What follows belongs to an exercise in optimizing a design on an open flow for small area and a short achievable clock period; a production flow would make more cautious choices. For this run, only the layout was checked, not whether the RTL still works. Power and IR drop assume default switching activity.

--- flow/config.mk ---
export PLATFORM = sky130hd
export DESIGN_NAME = frame_buf_top
export DESIGN_NICKNAME = frame_buf_top
export VERILOG_FILES = /design/flow/design.v
export SDC_FILE = /design/flow/constraint.sdc
export NUM_CORES = 4
export LEC_CHECK = 0
export CAP_MARGIN = 20
export CORE_MARGIN = 2
export CORE_UTILIZATION = 40
export SLEW_MARGIN = 20
--- flow/run.sh ---
#!/bin/bash
# synth_recipe.tcl (not shown) runs the flow's synth.tcl, then flattens the netlist and writes it again
# the make line also repeats each setting of config.mk as NAME=value (left out here)
make -C /OpenROAD-flow-scripts/flow DESIGN_CONFIG=/design/flow/config.mk WORK_HOME=/design/flow/orfs CLKGATE_MAP_FILE= SYNTH_SCRIPT=/design/flow/synth_recipe.tcl finish
--- flow/design.v ---
package fb_pkg;
    localparam int PIX_W        = 16;                       
    localparam int WORD_W       = 64;                       
    localparam int PIX_PER_WORD = WORD_W / PIX_W;           
    localparam int H_PIX        = 32;                       
    localparam int V_LINES      = 8;                        
    localparam int BURST_WORDS  = H_PIX / PIX_PER_WORD;     
    localparam int ADDR_W       = 20;                       
    localparam int LINE_BYTES   = BURST_WORDS * WORD_W / 8;
    localparam int BANK_BYTES   = LINE_BYTES * V_LINES;     
    localparam int LINE_IDX_W   = $clog2(V_LINES);
    localparam int WORD_IDX_W   = $clog2(BURST_WORDS);
    localparam int LANE_W       = $clog2(PIX_PER_WORD);     
    localparam logic [2:0] ST_IDLE  = 3'd0;
    localparam logic [2:0] ST_WADDR = 3'd1;
    localparam logic [2:0] ST_WDATA = 3'd2;
    localparam logic [2:0] ST_RADDR = 3'd3;
    localparam logic [2:0] ST_RDATA = 3'd4;
    typedef union packed
    {
        logic [WORD_W-1:0]                 raw;
        logic [PIX_PER_WORD-1:0][PIX_W-1:0] pix;
    } pix_word_t;
endpackage
`timescale 1ns/1ps
import fb_pkg::*;
module line_writer
(
    input  logic              ddr_clk,
    input  logic              rst_n,
    input  logic              pix_fsync,
    input  logic              pix_valid,
    input  logic [PIX_W-1:0]  pix_data,
    input  logic              wr_ready,
    input  logic              wr_done,
    input  logic              wr_data_re,
    output logic              wr_req,
    output logic [ADDR_W-1:0] wr_addr,
    output logic [WORD_W-1:0] wr_data,
    output logic              wr_overflow,
    output logic              frame_done,
    output logic              done_bank
);
    logic [WORD_W-1:0]     line_mem [2*BURST_WORDS];    
    logic [LINE_IDX_W-1:0] buf_line [2];                
    fb_pkg::pix_word_t             pack_q;                      
    fb_pkg::pix_word_t             pack_nxt;
    logic [LANE_W-1:0]     in_lane, lane_c;
    logic [WORD_IDX_W-1:0] in_word, word_c;
    logic [LINE_IDX_W-1:0] in_line, line_c;
    logic                  in_buf;                      
    logic [1:0]            buf_full;
    logic                  pix_take, word_end, line_end;
    logic                  out_buf;                     
    logic [WORD_IDX_W-1:0] out_word;
    logic                  wr_busy;                     
    logic                  wr_bank;
    always_comb
    begin
        lane_c   = pix_fsync ? '0 : in_lane;            
        word_c   = pix_fsync ? '0 : in_word;
        line_c   = pix_fsync ? '0 : in_line;
        pack_nxt = pack_q;
        pack_nxt.pix[lane_c] = pix_data;                
    end
    assign pix_take = pix_valid && !(&buf_full);        
    assign word_end = pix_take && (lane_c == LANE_W'(PIX_PER_WORD - 1));
    assign line_end = word_end && (word_c == WORD_IDX_W'(BURST_WORDS - 1));
    always_ff @(posedge ddr_clk)
    begin
        if (pix_take)
            pack_q <= pack_nxt;
        if (word_end)
            line_mem[{in_buf, word_c}] <= pack_nxt.raw;
        if (line_end)
            buf_line[in_buf] <= line_c;                 
    end
    always_ff @(posedge ddr_clk)
    begin
        if (!rst_n)
        begin
            in_lane     <= '0;
            in_word     <= '0;
            in_line     <= '0;
            in_buf      <= 1'b0;
            buf_full    <= 2'b00;
            out_buf     <= 1'b0;
            out_word    <= '0;
            wr_busy     <= 1'b0;
            wr_bank     <= 1'b0;
            wr_overflow <= 1'b0;
        end
        else
        begin
            if (pix_valid && (&buf_full))
                wr_overflow <= 1'b1;                    
            if (pix_take)
            begin
                in_lane <= lane_c + 1'b1;
                in_word <= word_end ? word_c + 1'b1 : word_c;
                in_line <= line_end ? line_c + 1'b1 : line_c;
            end
            if (line_end)
            begin
                buf_full[in_buf] <= 1'b1;               
                in_buf           <= ~in_buf;
            end
            if (wr_ready)
                wr_busy <= 1'b1;
            if (wr_data_re)
                out_word <= out_word + 1'b1;            
            if (wr_done)
            begin
                wr_busy           <= 1'b0;
                buf_full[out_buf] <= 1'b0;
                out_buf           <= ~out_buf;
                out_word          <= '0;
                if (frame_done)
                    wr_bank <= ~wr_bank;                
            end
        end
    end
    assign wr_req     = buf_full[out_buf] && !wr_busy;
    assign wr_data    = line_mem[{out_buf, out_word}];
    assign wr_addr    = ADDR_W'(int'(wr_bank) * BANK_BYTES
                        + int'(buf_line[out_buf]) * LINE_BYTES);
    assign frame_done = wr_done && (buf_line[out_buf] == LINE_IDX_W'(V_LINES - 1));
    assign done_bank  = wr_bank;                        
endmodule
`timescale 1ns/1ps
import fb_pkg::*;
module line_reader
(
    input  logic              ddr_clk,
    input  logic              rst_n,
    input  logic              rd_fsync,
    input  logic              rd_en,
    input  logic              frame_done,
    input  logic              done_bank,
    input  logic              rd_ready,
    input  logic              rd_done,
    input  logic              rd_data_en,
    input  logic [WORD_W-1:0] rd_data,
    output logic              vout_de,
    output logic [PIX_W-1:0]  vout_data,
    output logic              init_done,
    output logic              rd_req,
    output logic [ADDR_W-1:0] rd_addr,
    output logic              rd_underrun
);
    logic [WORD_W-1:0]     line_mem [2*BURST_WORDS];    
    fb_pkg::pix_word_t             cur_word;
    logic                  last_bank;                   
    logic                  rd_bank;                     
    logic                  active;                      
    logic                  flush;                       
    logic                  rd_busy;
    logic [1:0]            buf_valid;
    logic                  fetch_buf;
    logic [WORD_IDX_W-1:0] fetch_word;
    logic [LINE_IDX_W-1:0] fetch_line;
    logic                  fetch_all;                   
    logic                  out_buf;
    logic [WORD_IDX_W-1:0] out_word;
    logic [LANE_W-1:0]     out_lane;
    logic [LINE_IDX_W-1:0] out_line;
    logic                  pix_ok;
    always_ff @(posedge ddr_clk)
    begin
        if (rd_data_en)
            line_mem[{fetch_buf, fetch_word}] <= rd_data;
    end
    assign cur_word.raw = line_mem[{out_buf, out_word}];
    assign pix_ok       = active && buf_valid[out_buf];
    assign rd_req       = active && !rd_busy && !fetch_all && !buf_valid[fetch_buf];
    assign rd_addr      = ADDR_W'(int'(rd_bank) * BANK_BYTES + int'(fetch_line) * LINE_BYTES);
    always_ff @(posedge ddr_clk)
    begin
        if (!rst_n)
        begin
            init_done   <= 1'b0;
            last_bank   <= 1'b0;
            rd_bank     <= 1'b0;
            active      <= 1'b0;
            flush       <= 1'b0;
            rd_busy     <= 1'b0;
            buf_valid   <= 2'b00;
            fetch_buf   <= 1'b0;
            fetch_word  <= '0;
            fetch_line  <= '0;
            fetch_all   <= 1'b0;
            out_buf     <= 1'b0;
            out_word    <= '0;
            out_lane    <= '0;
            out_line    <= '0;
            vout_de     <= 1'b0;
            vout_data   <= '0;
            rd_underrun <= 1'b0;
        end
        else
        begin
            vout_de <= rd_en;                           
            if (frame_done)
            begin
                init_done <= 1'b1;                      
                last_bank <= done_bank;
            end
            if (rd_ready)
                rd_busy <= 1'b1;
            if (rd_data_en)
                fetch_word <= fetch_word + 1'b1;
            if (rd_done)
            begin
                rd_busy    <= 1'b0;
                fetch_word <= '0;
                flush      <= 1'b0;
                if (!flush)
                begin
                    buf_valid[fetch_buf] <= 1'b1;       
                    fetch_buf            <= ~fetch_buf;
                    fetch_line           <= fetch_line + 1'b1;
                    if (fetch_line == LINE_IDX_W'(V_LINES - 1))
                        fetch_all <= 1'b1;
                end
            end
            if (rd_fsync)
            begin
                rd_bank    <= last_bank;                
                active     <= init_done;
                flush      <= (rd_busy && !rd_done) || rd_ready;  
                buf_valid  <= 2'b00;
                fetch_buf  <= 1'b0;
                fetch_line <= '0;
                fetch_all  <= 1'b0;
                out_buf    <= 1'b0;
                out_word   <= '0;
                out_lane   <= '0;
                out_line   <= '0;
                vout_data  <= '0;
            end
            else if (rd_en)
            begin
                if (pix_ok)
                begin
                    vout_data <= cur_word.pix[out_lane];
                    out_lane  <= out_lane + 1'b1;
                    if (out_lane == LANE_W'(PIX_PER_WORD - 1))
                    begin
                        out_word <= out_word + 1'b1;
                        if (out_word == WORD_IDX_W'(BURST_WORDS - 1))
                        begin
                            buf_valid[out_buf] <= 1'b0;     
                            out_buf            <= ~out_buf;
                            out_line           <= out_line + 1'b1;
                            if (out_line == LINE_IDX_W'(V_LINES - 1))
                                active <= 1'b0;         
                        end
                    end
                end
                else
                begin
                    vout_data <= '0;
                    if (active)
                        rd_underrun <= 1'b1;            
                end
            end
        end
    end
endmodule
`timescale 1ns/1ps
import fb_pkg::*;
module burst_master
(
    input  logic              ddr_clk,
    input  logic              rst_n,
    input  logic              wr_req,
    input  logic [ADDR_W-1:0] wr_addr,
    input  logic [WORD_W-1:0] wr_data,
    input  logic              rd_req,
    input  logic [ADDR_W-1:0] rd_addr,
    input  logic              axi_awready,
    input  logic              axi_wready,
    input  logic              axi_arready,
    input  logic              axi_rvalid,
    input  logic              axi_rlast,
    input  logic [WORD_W-1:0] axi_rdata,
    output logic              wr_ready,
    output logic              wr_done,
    output logic              wr_data_re,
    output logic              rd_ready,
    output logic              rd_done,
    output logic              rd_data_en,
    output logic [WORD_W-1:0] rd_data,
    output logic [ADDR_W-1:0] axi_awaddr,
    output logic [ADDR_W-1:0] axi_araddr,
    output logic              axi_awvalid,
    output logic              axi_wvalid,
    output logic              axi_wlast,
    output logic              axi_arvalid,
    output logic [WORD_W-1:0] axi_wdata
);
    logic [2:0]            state;
    logic [WORD_IDX_W-1:0] beat;                        
    logic [ADDR_W-1:0]     cmd_addr;                    
    logic                  last_wr;                     
    logic                  grant_wr;
    logic                  grant_rd;
    assign grant_wr = (state == ST_IDLE) && wr_req && (!rd_req || !last_wr);
    assign grant_rd = (state == ST_IDLE) && rd_req && !grant_wr;
    assign wr_ready = grant_wr;                         
    assign rd_ready = grant_rd;
    assign axi_awvalid = (state == ST_WADDR);
    assign axi_arvalid = (state == ST_RADDR);
    assign axi_awaddr  = cmd_addr;
    assign axi_araddr  = cmd_addr;
    assign axi_wvalid = (state == ST_WDATA);
    assign axi_wdata  = wr_data;
    assign axi_wlast  = axi_wvalid && (beat == WORD_IDX_W'(BURST_WORDS - 1));
    assign wr_data_re = axi_wvalid && axi_wready;
    assign wr_done    = wr_data_re && axi_wlast;
    assign rd_data_en = (state == ST_RDATA) && axi_rvalid;
    assign rd_data    = axi_rdata;
    assign rd_done    = rd_data_en && axi_rlast;
    always_ff @(posedge ddr_clk)
    begin
        if (grant_wr || grant_rd)
            cmd_addr <= grant_wr ? wr_addr : rd_addr;
    end
    always_ff @(posedge ddr_clk)
    begin
        if (!rst_n)
        begin
            state   <= ST_IDLE;
            beat    <= '0;
            last_wr <= 1'b0;
        end
        else
        begin
            case (state)
                ST_IDLE:
                begin
                    if (grant_wr)
                    begin
                        state   <= ST_WADDR;
                        last_wr <= 1'b1;
                    end
                    else if (grant_rd)
                    begin
                        state   <= ST_RADDR;
                        last_wr <= 1'b0;
                    end
                end
                ST_WADDR:
                begin
                    if (axi_awready)
                    begin
                        state <= ST_WDATA;              
                        beat  <= '0;
                    end
                end
                ST_WDATA:
                begin
                    if (wr_data_re)
                    begin
                        beat <= beat + 1'b1;
                        if (axi_wlast)
                            state <= ST_IDLE;
                    end
                end
                ST_RADDR:
                begin
                    if (axi_arready)
                        state <= ST_RDATA;
                end
                ST_RDATA:
                begin
                    if (rd_done)
                        state <= ST_IDLE;               
                end
                default:
                    state <= ST_IDLE;
            endcase
        end
    end
endmodule
`timescale 1ns/1ps
import fb_pkg::*;
module frame_buf_top
(
    input  logic              ddr_clk,
    input  logic              rst_n,
    input  logic              pix_fsync,
    input  logic              pix_valid,
    input  logic [PIX_W-1:0]  pix_data,
    input  logic              rd_fsync,
    input  logic              rd_en,
    output logic              vout_de,
    output logic [PIX_W-1:0]  vout_data,
    output logic              init_done,
    output logic              wr_overflow,
    output logic              rd_underrun,
    input  logic              axi_awready,
    input  logic              axi_wready,
    input  logic              axi_arready,
    input  logic              axi_rvalid,
    input  logic              axi_rlast,
    input  logic [WORD_W-1:0] axi_rdata,
    output logic [ADDR_W-1:0] axi_awaddr,
    output logic [ADDR_W-1:0] axi_araddr,
    output logic              axi_awvalid,
    output logic              axi_wvalid,
    output logic              axi_wlast,
    output logic              axi_arvalid,
    output logic [WORD_W-1:0] axi_wdata
);
    logic              wr_req, wr_ready, wr_done, wr_data_re;
    logic [ADDR_W-1:0] wr_addr;
    logic [WORD_W-1:0] wr_data;
    logic              rd_req, rd_ready, rd_done, rd_data_en;
    logic [ADDR_W-1:0] rd_addr;
    logic [WORD_W-1:0] rd_data;
    logic              frame_done, done_bank;
    line_writer i_writer (
        .ddr_clk     (ddr_clk),
        .rst_n       (rst_n),
        .pix_fsync   (pix_fsync),
        .pix_valid   (pix_valid),
        .pix_data    (pix_data),
        .wr_ready    (wr_ready),
        .wr_done     (wr_done),
        .wr_data_re  (wr_data_re),
        .wr_req      (wr_req),
        .wr_addr     (wr_addr),
        .wr_data     (wr_data),
        .wr_overflow (wr_overflow),
        .frame_done  (frame_done),
        .done_bank   (done_bank)
    );
    line_reader i_reader (
        .ddr_clk     (ddr_clk),
        .rst_n       (rst_n),
        .rd_fsync    (rd_fsync),
        .rd_en       (rd_en),
        .frame_done  (frame_done),
        .done_bank   (done_bank),
        .rd_ready    (rd_ready),
        .rd_done     (rd_done),
        .rd_data_en  (rd_data_en),
        .rd_data     (rd_data),
        .vout_de     (vout_de),
        .vout_data   (vout_data),
        .init_done   (init_done),
        .rd_req      (rd_req),
        .rd_addr     (rd_addr),
        .rd_underrun (rd_underrun)
    );
    burst_master i_master (
        .ddr_clk     (ddr_clk),
        .rst_n       (rst_n),
        .wr_req      (wr_req),
        .wr_addr     (wr_addr),
        .wr_data     (wr_data),
        .rd_req      (rd_req),
        .rd_addr     (rd_addr),
        .axi_awready (axi_awready),
        .axi_wready  (axi_wready),
        .axi_arready (axi_arready),
        .axi_rvalid  (axi_rvalid),
        .axi_rlast   (axi_rlast),
        .axi_rdata   (axi_rdata),
        .wr_ready    (wr_ready),
        .wr_done     (wr_done),
        .wr_data_re  (wr_data_re),
        .rd_ready    (rd_ready),
        .rd_done     (rd_done),
        .rd_data_en  (rd_data_en),
        .rd_data     (rd_data),
        .axi_awaddr  (axi_awaddr),
        .axi_araddr  (axi_araddr),
        .axi_awvalid (axi_awvalid),
        .axi_wvalid  (axi_wvalid),
        .axi_wlast   (axi_wlast),
        .axi_arvalid (axi_arvalid),
        .axi_wdata   (axi_wdata)
    );
endmodule
--- flow/constraint.sdc ---
create_clock -name core_clock -period 5.5 [get_ports {ddr_clk}]
set_input_delay 1.1000 -clock core_clock [delete_from_list [all_inputs] [get_ports {ddr_clk}]]
set_output_delay 1.1000 -clock core_clock [all_outputs]
set_load 0.01 [all_outputs]
==> flow_summary.json <==
{
  "synthCells": 3898,
  "dp_slack_ns": 0.576,
  "vias": 40000,
  "relSlewSlack_pct": 28.8,
  "fp.dieH_um": 462,
  "tns_ns": 0,
  "rsz0062_at_grt": "false",
  "powerDensity_nw_per_um2": 344,
  "synth_ff_type": "edfxtp_1",
  "status": "complete, no violations",
  "seq_area_frac_synth_pct": 77.4,
  "multiInputGateArea_um2": 17900,
  "critPathMaxStageDelay_ns": 0.77,
  "cts_made_buffers": 216,
  "finalCritPeriodShare_pct": 89.9,
  "cts_hold_buf": 0,
  "htree_levels": 4,
  "hold_path_end": "i_master.beat[2]",
  "r2r_end": "i_writer.line_mem[1][1]",
  "cap_violations": 0,
  "hold_viol_final": 0,
  "synth_xor_area_share_pct": 0.115,
  "die-area_um2": 214000,
  "final_common_cell": "edfxtp_1",
  "synth_top_area_share_pct": 75.8,
  "regArea_um2": 65100,
  "avgSynthCellArea_um2": 21.6,
  "period_minus_slack_ns": 4.94,
  "root_buffer": "clkbuf_16",
  "first_pass_iters": 5,
  "cp.required_ns": 4.40,
  "synthArstFlopShare_pct": 0,
  "core_um2": 209000,
  "worstPathArrival_ns": 3.84,
  "ys_top_cells_by_area": "edfxtp_1 76%, mux4_2 13%, mux2i_1 2.6%",
  "worstPathCellList": "buf_12 > mux4_2 > mux4_2 > clkdlybuf4s50_1",
  "post_cts_resized": 0,
  "synthAdderAreaFrac_pct": 0.372,
  "io_pins": 219,
  "critPathBufInv": 2,
  "synth_top_family_by_area": "multiplexers",
  "grt_pass1_wl_um": 290000,
  "yosysUniqueCellTypes": 51,
  "gp_congestion": 0.737,
  "io_buffers": 186,
  "drive_gt1_share_pct": 23.5,
  "crit_start": "i_writer.out_word[0]",
  "path_delay_family": "multiplexers",
  "endpoint_kind": "output port",
  "worstReg2RegStart": "i_writer.in_lane[0]",
  "r2r_setup_slack_ns": 2.17,
  "max_freq_ghz": 0.202,
  "cp_slowest_cell": "dfxtp_4",
  "syn_to_final_growth_pct": 15.6,
  "startpoint_type": "flip-flop",
  "holdCritStartpoint": "i_master.beat[2]",
  "cts_sinks": 2191,
  "post_cts_buffers": 0,
  "gr-total-overflow": 0,
  "drtIter0Drc": 4109,
  "grt_max_degree": 92,
  "wl_per_cell_um": 27.6,
  "setup-violations-final": 0,
  "drc": 0,
  "ff2ff_path_depth": 6,
  "synthSimpleGateAreaFrac_pct": 1.70,
  "fp.dieW_um": 462,
  "finalMaxSlewViolations": 0,
  "grtUsageTotal_pct": 18.6,
  "initial_core_util_pct": 40.2,
  "holdPathStages": 2,
  "wirelength_um": 200000,
  "synth_compound_area_share_pct": 2.34,
  "crit_type": "flip-flop to output port",
  "clk_pin_slew_ns": 0.06,
  "worst_pin_slew_ns": 1.07,
  "crit_path_frequent_cell": "mux4_2",
  "ys_ff_latch": 2191,
  "cts_buffer_depth": 3,
  "fin_util_pct": 46.5,
  "via_per_inst": 5.50,
  "leakage_nw": 29.4,
  "final_cell_mix": "2122 x edfxtp_1, 496 x mux4_2, 222 x mux2i_1, 218 x clkbuf_16, 186 x clkdlybuf4s50_1",
  "yosys_warnings": 3,
  "grt_pass1_vias": 40900,
  "clkLatencyLatePin_ns": 0.87,
  "skew_ns": 0.114,
  "cts_tree": "done",
  "vdd_ir_drop_max_mv": 0.320,
  "synthMuxAreaShare_pct": 16.2,
  "ant_nets": 0,
  "critPathMaxFanout": 47,
  "synth_edf_count": 2122,
  "synth_area_leader_cell": "edfxtp_1",
  "finalWorstSetupSlack_ns": 0.558,
  "netlist_area_um2": 84100,
  "std_cell_rows": 168,
  "power_mw": 33.5,
  "antenna_found_initial": 33,
  "dp_hpwl_um": 108000,
  "nFillCells": 17200,
  "hold_path.class": "flip-flop to flip-flop",
  "layout.nets": 4391
}
final cells by class:
cell class	instances	area share, %
clock inverters	125	1.05
flip-flops and latches	2191	67.0
diodes	7	0.0180
repair buffers	366	3.81
clock buffers	273	5.82
inverters	74	0.286
multi-input cells	1426	18.4
well taps	2805	3.61
power by group:
| group | internal, mW | switching, mW |
|---|---|---|
| sequential | 18.5 | 0.0317 |
| combinational | 0.449 | 0.640 |
| clock | 7.75 | 6.14 |
synth_stat cells, types with 3 or more instances:
master and number:
nand2b_1 8, and2_1 7, dfxtp_1 69, inv_1 74
xnor2_1 8, nor3_1 23, xor2_1 3, mux2i_1 222
nor4_1 16, edfxtp_1 2122, nor2_1 83, nand3_1 7
a21oi_1 77, nand3b_1 4, buf_2 70, a2111oi_0 6
nand2_1 121, o22ai_1 10, buf_6 10, a221o_1 16
nor2b_1 24, buf_1 11, nor3b_1 3, clkbuf_1 99
ha_1 25, mux2_2 22, a22oi_1 100, a211oi_1 9
and3_1 4, mux4_2 496, buf_4 48, nand4_1 3
o21ai_0 76
state kept, by name (all words and copies together) (netlist names), 4 cells and up, named ones only:
signal,count
i_master.cmd_addr,4
i_writer.buf_line,6
i_writer.pack_q,64
i_reader.vout_data,16
i_writer.line_mem,1024
i_reader.line_mem,1024
logic make-up after synthesis:
| kind of cell | Yosys count |
|---|---|
| muxes | 740 |
| and+or+nand+nor | 312 |
| other | 1 |
| adders and majority gates | 25 |
| xor gates and xnor gates | 11 |
| AOI/OAI and AO/OA | 306 |
| DFF | 2191 |
| buffers and inverters | 312 |
per-stage QoR:
step / cell area, um^2 / hold WS, ns / instances
after CTS: 97200 / 0.459 / 7260
after floorplan: 84200 / 0.436 / 3929
after global routing: 97200 / 0.491 / 7264
after global placement: 90500 / 0.443 / 6862
final: 97200 / 0.460 / 7267
after detailed placement: 90500 / 0.452 / 6862
worst max path at each step:
stage | endpoint | cells after the start | slack (ns)
after floorplan | i_writer.line_mem[10][0] | 6 | 0.53
after global placement | i_writer.line_mem[4][1] | 7 | 0.68
after detailed placement | i_writer.line_mem[6][1] | 7 | 0.58
after CTS | axi_wdata[32] | 4 | 0.41
after global routing | axi_wdata[32] | 4 | 0.33
final | axi_wdata[34] | 4 | 0.56
routing by layer:
| metal | vias up | GRT usage [%] | share of wire [%] |
|---|---|---|---|
| met2 | 1138 | 31.2 | 50 |
| met4 | 38 | 4.64 | 2.4 |
| met3 | 298 | 3.42 | 5.9 |
| met5 | - | 0 | 0.12 |
| li1 | 16900 | - | - |
| met1 | 21600 | 25.0 | 41 |
worst reg2reg max path: stages, from the launching register on:
cell and delay, ns:
dfxtp_1 0.30, nor2b_1 0.20, inv_1 0.21, ha_1 0.80
and3_1 0.85, nand2_1 0.11, o21ai_1 0.53

[afterwards: timing with drivers on the ports]
The flow's constraints put no driver on any port. The routed layout listed below was extracted and timed again, unchanged, in two steps.
Step 1, drivers: a clkbuf_16 drives ddr_clk and a buf_2 each remaining input, both assumed.
Step 2 times the ports against the registers' clock, not the clock port: input delays grow and output delays shrink by t, the midpoint of the rising clock arrivals with the driver on.
a / b / c = ideal / step 1 / step 2; a / b = the first two.
shift t [ns]: 0.902
setup slack, ns: 0.558 / 0.466 / 0.509
worst slew at a driven data input, ns: 0.27
After both steps this run still meets setup and hold. The setup slack of this run moves by -0.092 ns with the drivers and by -0.049 ns with both steps.
